Background: an optimization exercise with open tools, aiming at small area and a short achievable clock period. Do not read the settings as production practice. Function was checked by simulation only, so behaviour that the tests miss may differ from the original. No activity file was given, so power comes from the tool's default toggle rates.

==> flow/design.v <==
module qspi_mem_responder #(
    parameter int DEPTH        = 256,
    parameter int DUMMY_CYCLES = 6,
    parameter int SYNC_STAGES  = 2
) (
    input  logic                     clk_i,
    input  logic                     rst_i,
    input  logic                     cs_in,
    input  logic                     sck_i,
    input  logic [3:0]               sd_i,
    output logic [3:0]               sd_o,
    output logic [3:0]               sd_oen_o,
    input  logic                     bd_we_i,
    input  logic [$clog2(DEPTH)-1:0] bd_addr_i,
    input  logic [7:0]               bd_data_i
);
    localparam int NSLOT = 16;               
    localparam int NBYTE = DEPTH / NSLOT;    
    localparam int AW    = $clog2(DEPTH);
    localparam int BW    = $clog2(NBYTE);    
    localparam int PW    = AW - BW;          
    localparam logic [3:0] HDR_OP   = 4'd1;
    localparam logic [3:0] HDR_ADDR = 4'd7;
    localparam logic [3:0] HDR_LAST = 4'(7 + DUMMY_CYCLES);
    typedef enum logic [2:0] {
        ST_IDLE,
        ST_HDR,
        ST_RWAIT,
        ST_RDATA,
        ST_WDATA,
        ST_IGNORE
    } state_t;
    logic [SYNC_STAGES-1:0]      cs_sync_reg;
    logic [SYNC_STAGES-1:0]      sck_sync_reg;
    logic [SYNC_STAGES-1:0][3:0] sd_sync_reg;
    always_ff @(posedge clk_i) begin
        if (rst_i) cs_sync_reg <= '1;
        else       cs_sync_reg <= {cs_sync_reg[SYNC_STAGES-2:0], cs_in};
        sck_sync_reg <= {sck_sync_reg[SYNC_STAGES-2:0], sck_i};
        sd_sync_reg  <= {sd_sync_reg[SYNC_STAGES-2:0], sd_i};
    end
    logic       cs_s, sck_s;
    logic [3:0] sd_s;
    assign cs_s  = cs_sync_reg[SYNC_STAGES-1];
    assign sck_s = sck_sync_reg[SYNC_STAGES-1];
    assign sd_s  = sd_sync_reg[SYNC_STAGES-1];
    logic                   sck_rise_reg, sck_fall_reg;
    logic                   cs_prev_reg;
    logic [SYNC_STAGES-1:0] flush_reg;
    logic                   armed_reg;
    always_ff @(posedge clk_i) begin
        sck_rise_reg <= !rst_i && !cs_sync_reg[SYNC_STAGES-2]
                        && sck_sync_reg[SYNC_STAGES-2] && !sck_sync_reg[SYNC_STAGES-1];
        sck_fall_reg <= !rst_i && !cs_sync_reg[SYNC_STAGES-2]
                        && !sck_sync_reg[SYNC_STAGES-2] && sck_sync_reg[SYNC_STAGES-1];
        if (rst_i) begin
            cs_prev_reg <= 1'b1;
            flush_reg   <= '0;
            armed_reg   <= 1'b0;
        end else begin
            cs_prev_reg <= cs_s;
            flush_reg   <= (flush_reg << 1) | SYNC_STAGES'(1);
            if (flush_reg[SYNC_STAGES-1] && cs_s)
                armed_reg <= 1'b1;
        end
    end
    logic sck_rise, sck_fall, cs_fall;
    assign sck_rise = sck_rise_reg;
    assign sck_fall = sck_fall_reg;
    assign cs_fall  = armed_reg & cs_prev_reg & ~cs_s;
    logic [PW-1:0] rot_reg;
    always_ff @(posedge clk_i) rot_reg <= rot_reg + PW'(1);
    state_t     state_reg;
    logic [3:0] hdr_cnt_reg;     
    logic [3:0] shift_reg;
    logic [7:0] shift_next;
    logic       is_read_reg;
    logic [AW-1:0] addr_reg;     
    logic       rd_phase_reg;    
    logic       wr_half_reg;     
    logic       fetch_on_reg;    
    logic       start_reg;       
    logic       rbuf_vld_reg;    
    logic [7:0] rbuf_reg;
    logic [7:0] cur_reg;         
    logic [7:0] cur_next;
    logic       rd_phase_next;
    assign shift_next = {shift_reg, sd_s};
    logic [PW-1:0] tap_pos_reg;   
    logic          tap_hit;
    logic [7:0]    tap_byte;
    logic          consume;
    logic          fetch;
    assign tap_hit = (tap_pos_reg == '0);
    logic          rd_active;
    assign rd_active = (state_reg == ST_RWAIT) || (state_reg == ST_RDATA);
    assign consume = rd_active && sck_fall && !rd_phase_reg;
    assign fetch   = fetch_on_reg && tap_hit && (!rbuf_vld_reg || consume);
    assign cur_next = consume ? rbuf_reg : cur_reg;
    always_comb begin
        rd_phase_next = rd_phase_reg;
        if (state_reg == ST_HDR && sck_rise && hdr_cnt_reg == HDR_ADDR)
            rd_phase_next = 1'b0;
        else if (rd_active && sck_fall)
            rd_phase_next = !rd_phase_reg;
    end
    always_ff @(posedge clk_i) rd_phase_reg <= rd_phase_next;
    logic wr_commit;
    assign wr_commit = (state_reg == ST_WDATA) && sck_rise && wr_half_reg;
    always_ff @(posedge clk_i) begin
        if (fetch)
            rbuf_reg <= tap_byte ^ {8{rot_reg[0]}};
        cur_reg <= cur_next;
        if (sck_rise)
            shift_reg <= shift_next[3:0];
        sd_o <= rd_phase_next ? cur_next[7:4] : cur_next[3:0];
    end
    state_t state_next;
    always_comb begin
        state_next = state_reg;
        if (rst_i || cs_s) begin
            state_next = ST_IDLE;
        end else begin
            case (state_reg)
                ST_IDLE:   if (cs_fall) state_next = ST_HDR;
                ST_HDR: begin
                    if (sck_rise) begin
                        if (hdr_cnt_reg == HDR_OP) begin
                            if (shift_next != 8'hEB && shift_next != 8'h38)
                                state_next = ST_IGNORE;
                        end
                        if (hdr_cnt_reg == HDR_ADDR && !is_read_reg)
                            state_next = ST_WDATA;
                        if (hdr_cnt_reg == HDR_LAST)
                            state_next = ST_RWAIT;
                    end
                end
                ST_RWAIT:  if (sck_fall) state_next = ST_RDATA;
                default: ;
            endcase
        end
    end
    always_ff @(posedge clk_i) begin
        state_reg <= state_next;
        sd_oen_o  <= {4{state_next == ST_RDATA}};
    end
    always_ff @(posedge clk_i) begin
        if (state_reg == ST_IDLE) begin
            hdr_cnt_reg  <= '0;
            fetch_on_reg <= 1'b0;
        end else begin
            if (state_reg == ST_HDR && sck_rise)
                hdr_cnt_reg <= hdr_cnt_reg + 4'd1;
            if (start_reg)
                fetch_on_reg <= 1'b1;
        end
        if (start_reg)
            tap_pos_reg <= addr_reg[AW-1:BW] + rot_reg + PW'(1);
        else if (fetch && (addr_reg[BW-1:0] == '1))
            tap_pos_reg <= PW'(2);
        else
            tap_pos_reg <= tap_pos_reg + PW'(1);
        if (state_reg == ST_HDR && sck_rise && hdr_cnt_reg == HDR_OP)
            is_read_reg <= shift_next[0];    
        if (state_reg == ST_HDR && sck_rise && hdr_cnt_reg == HDR_ADDR) begin
            addr_reg     <= shift_next[AW-1:0];
            start_reg    <= is_read_reg;
            rbuf_vld_reg <= 1'b0;
            wr_half_reg  <= 1'b0;
        end else begin
            start_reg <= 1'b0;
            if (fetch || wr_commit)
                addr_reg <= addr_reg + AW'(1);
            if (fetch)
                rbuf_vld_reg <= 1'b1;
            else if (consume)
                rbuf_vld_reg <= 1'b0;
            if (state_reg == ST_WDATA && sck_rise)
                wr_half_reg <= !wr_half_reg;
        end
    end
    logic          wa_v_reg;
    logic [AW-1:0] wa_addr_reg;
    logic [7:0]    wa_data_reg;
    always_ff @(posedge clk_i) begin
        wa_v_reg <= wr_commit | bd_we_i;
        if (state_reg == ST_WDATA) begin
            wa_addr_reg <= addr_reg;
            wa_data_reg <= {shift_reg, sd_s};
        end else begin
            wa_addr_reg <= bd_addr_i;
            wa_data_reg <= bd_data_i;
        end
    end
    logic [PW-1:0]    wslot;
    logic [NSLOT-1:0] slot_hit, slot_miss;    
    logic [NBYTE-1:0] byte_hit, byte_miss;    
    logic [7:0]       wdata_n_reg;
    logic [NSLOT-1:0] slot_hit_next;
    logic [NBYTE-1:0] byte_hit_next;
    assign wslot = wa_addr_reg[AW-1:BW] + rot_reg;
    always_comb begin
        for (int p = 0; p < NSLOT; p++)
            slot_hit_next[p] = wa_v_reg && (wslot == PW'(p));
        for (int b = 0; b < NBYTE; b++)
            byte_hit_next[b] = (wa_addr_reg[BW-1:0] == BW'(b));
    end
    always_ff @(posedge clk_i) begin
        slot_hit    <= slot_hit_next;
        slot_miss   <= ~slot_hit_next;
        byte_hit    <= byte_hit_next;
        byte_miss   <= ~byte_hit_next;
        wdata_n_reg <= ~(wa_data_reg ^ {8{rot_reg[0]}});
    end
    logic [NSLOT-1:0][NBYTE-1:0][7:0] ring_reg;
    logic [NSLOT-1:0][NBYTE-1:0][7:0] ring_next;
    genvar gp, gb;
    generate
        for (gp = 0; gp < NSLOT; gp++) begin : g_slot
            for (gb = 0; gb < NBYTE; gb++) begin : g_byte
                logic sel, sel_n;
                assign sel   = ~(slot_miss[gp] | byte_miss[gb]);
                assign sel_n = ~(slot_hit[gp] & byte_hit[gb]);
                assign ring_next[gp][gb] =
                    ~((ring_reg[(gp + NSLOT - 1) % NSLOT][gb] | {8{sel}})
                      & ({8{sel_n}} | wdata_n_reg));
            end
        end
    endgenerate
    always_ff @(posedge clk_i) ring_reg <= ring_next;
    assign tap_byte = ring_reg[NSLOT-2][addr_reg[BW-1:0]];
endmodule
export LEC_CHECK = 0
export CAP_MARGIN = 20
export CORE_MARGIN = 2
export CORE_UTILIZATION = 72
export CTS_CLUSTER_DIAMETER = 70
export CTS_CLUSTER_SIZE = 26
export PLACE_DENSITY = 0.78
export SETUP_SLACK_MARGIN = 2.9
export SLEW_MARGIN = 20
create_clock -name core_clock -period 5.0 [get_ports {clk_i}]
run.sh (not shown) runs the stock make flow with config.mk's settings and CLKGATE_MAP_FILE= SYNTH_SCRIPT=/design/flow/synth_recipe.tcl, a recipe that flattens the netlist after the stock synthesis.
The first run passed the timing, design-rule and antenna checks.
Rerun with:
Settings changed: CORE_UTILIZATION 72 to 65, CTS_CLUSTER_DIAMETER 70 to 80, CTS_CLUSTER_SIZE 26 to 30, PLACE_DENSITY 0.78 to 0.72.
Effect:
- routed wire length rises slightly
- clock-buffer cell count fell by 10
- fmax stays flat
- global-route usage fell by 3.1 points
- power drops slightly
- hold slack stays flat
- synthesized cell count stays the same
- setup slack loses 4.2 ps
- design area went down slightly
- final cell count increases slightly
Rerun with:
Settings changed: CTS_CLUSTER_DIAMETER 80 to 70, CTS_CLUSTER_SIZE 30 to 26.
Result: The new run went through all stages and came out clean. Cell area rises by 0.85%. Maximum frequency falls by 0.39%. Combinational power stays flat. Total power rises by 3.3%. Setup slack degrades by 8.8 ps. Routed wire length stays flat. First-iteration DRC count falls by 1.7%. Register-to-register slack stays flat. Global-route usage stays flat. Critical path depth is unchanged. Die area does not change.
Rerun with:
Settings changed: SETUP_SLACK_MARGIN 2.9 to 2.7.
Effect: Die area is unchanged; clock power stays flat; routed wire length came out lower by 0.64%; final area hardly moves; non-clock buffer count is lower by 6; clock skew is about the same; core utilization went down by 0.19 points; clock-buffer cell count stays the same; power stays flat; cell count is about the same.


qspi_mem_responder, a different RTL version from the one above (not shown whole).
Size: roughly 2200 flip-flops, ~33 I/O pins, roughly 0.063 mm2 of cells after synthesis.
==> flow/config.mk <==
export PLATFORM = sky130hd
export DESIGN_NAME = qspi_mem_responder
export DESIGN_NICKNAME = qspi_mem_responder
export VERILOG_FILES = /design/flow/design.v
export SDC_FILE = /design/flow/constraint.sdc
export NUM_CORES = 4
export LEC_CHECK = 0
export CAP_MARGIN = 20
export CORE_MARGIN = 2
export CORE_UTILIZATION = 40
export CTS_CLUSTER_DIAMETER = 70
export CTS_CLUSTER_SIZE = 26
export SETUP_SLACK_MARGIN = 2.6
export SLEW_MARGIN = 20
==> flow/constraint.sdc <==
create_clock -name core_clock -period 5.0 [get_ports {clk_i}]
set_input_delay 1.0000 -clock core_clock [delete_from_list [all_inputs] [get_ports {clk_i}]]
set_output_delay 1.0000 -clock core_clock [all_outputs]
set_load 0.01 [all_outputs]
The starting point produced a clean layout.
Next try:
Settings changed: CORE_UTILIZATION 40 to 65, PLACE_DENSITY set to 0.72, SETUP_SLACK_MARGIN 2.6 to 3.3.
After rerunning: Sequential power is about the same. Utilization is higher by 27 points. Combinational power is higher by about 5%. Via count climbs by 2.6%.
Next try:
Settings changed: CORE_UTILIZATION 65 to 40, PLACE_DENSITY 0.72 to not set.
Result: The changed run completed without violations. Register-to-register slack improves by 0.06 ns. Final cell count is higher by about 12%. Wire length is higher by about 6%. Power is higher by 0.87%. Final area is higher by about 1.6%. Hold slack stays flat.


## pepper
qspi_mem_responder, a different RTL version from the one above (not shown whole).
Size in the first run: ~5,500 cells after synthesis, roughly 2,200 flip-flops, roughly 33 I/O pins, about 64,000 um^2 of cells after synthesis.
Settings: LEC_CHECK=0, CAP_MARGIN=20, CORE_MARGIN=2, CORE_UTILIZATION=65, CTS_CLUSTER_DIAMETER=80, CTS_CLUSTER_SIZE=30, PLACE_DENSITY=0.72, SETUP_SLACK_MARGIN=2.9, SLEW_MARGIN=20; clock period 5.0 ns.
Every stage of the flow completed for pepper, and the final layout passed the timing, design-rule and antenna checks.
--- input diff pepper..raven ---
- a change of SETUP_SLACK_MARGIN from 2.9 to 3.0
==> summary.txt <==
- Worst hold-check slack (raven over pepper): decrease, 0.0064 ns
- Comparing raven with pepper, the share of the cycle needed by the critical path after routing came out essentially unchanged.
- raven vs pepper — number of buffers outside the clock class in the layout rose 5.
- The total number of vias on raven is in line with that on pepper.


## the reference run
qspi_mem_responder, a different RTL version from the one above (not shown whole).
Size in the first run: roughly 5500 cells after synthesis, ~2200 flip-flops, about 33 I/O pins, about 64000 µm² of cells after synthesis.
==> flow/config.mk <==
export PLATFORM = sky130hd
export DESIGN_NAME = qspi_mem_responder
export DESIGN_NICKNAME = qspi_mem_responder
export VERILOG_FILES = /design/flow/design.v
export SDC_FILE = /design/flow/constraint.sdc
export NUM_CORES = 4
export LEC_CHECK = 0
export CAP_MARGIN = 20
export CORE_MARGIN = 2
export CORE_UTILIZATION = 65
export CTS_CLUSTER_DIAMETER = 70
export CTS_CLUSTER_SIZE = 26
export PLACE_DENSITY = 0.72
export SETUP_SLACK_MARGIN = 2.9
export SLEW_MARGIN = 20
==> flow/constraint.sdc <==
create_clock -name core_clock -period 5.0 [get_ports {clk_i}]
set_input_delay 1.0000 -clock core_clock [delete_from_list [all_inputs] [get_ports {clk_i}]]
set_output_delay 1.0000 -clock core_clock [all_outputs]
set_load 0.01 [all_outputs]
The reference run: flow completed, timing, DRC and antenna clean
What the trial run does differently from the reference run at the input level:
- changing SETUP_SLACK_MARGIN from 2.9 to 3.3
--- outcome ---
- Across the reference run and the trial run, the outcome is the same: a clean finish for every run.
- Taking the reference run as the reference, in the trial run met3 layer usage reported by global route rose by 1.3 points, design area rose by 880 µm², data arrival time of the critical path rose by 0.05 ns.
- Switching share of power (lower): the reference run
- Relative to the reference run, the data-path buffer share of cell area in the final layout of the trial run is higher by 1.1 points.
- According to the power report, total power for the trial run is lower than for the reference run.

[re-timing with driven ports]
In the flow no input, the clock included, has a driving cell. The finished layouts below were timed again as built, in two steps. Step 1 sets driving cells, clkbuf_16 on the clock port and buf_2 on the other inputs (assumed; they add their load-dependent delay and slew). Step 2 moves the port delays by t, midway between the first and last clock arrival at a register: inputs arrive t later, outputs are due t later. That takes back most of the time a late clock gives input paths. Slacks: ideal ports / drivers / drivers and shift; pairs: ideal ports / drivers.
run	t (ns)	setup slack, ns	slew at the worst register clock pin (ns)
the first run of note 1	0.768	2.786 / 2.714 / 2.721	0.10 / 0.10
the second run of note 1	0.772	2.782 / 2.712 / 2.781	0.12 / 0.12
the third run of note 1	0.778	2.773 / 2.701 / 2.773	0.10 / 0.10
the fourth run of note 1	0.778	2.767 / 2.697 / 2.767	0.10 / 0.10
the first run of note 2	0.851	2.646 / 2.563 / 2.681	0.10 / 0.10
the second run of note 2	0.783	2.752 / 2.682 / 2.651	0.10 / 0.10
the third run of note 2	0.822	2.695 / 2.614 / 2.830	0.10 / 0.10
pepper	0.774	2.790 / 2.719 / 2.752	0.12 / 0.12
raven	0.774	2.792 / 2.718 / 2.752	0.12 / 0.12
the reference run	0.776	2.776 / 2.702 / 2.675	0.10 / 0.10
the trial run	0.779	2.733 / 2.663 / 2.772	0.11 / 0.11
After both steps setup and hold are still met in every run listed.
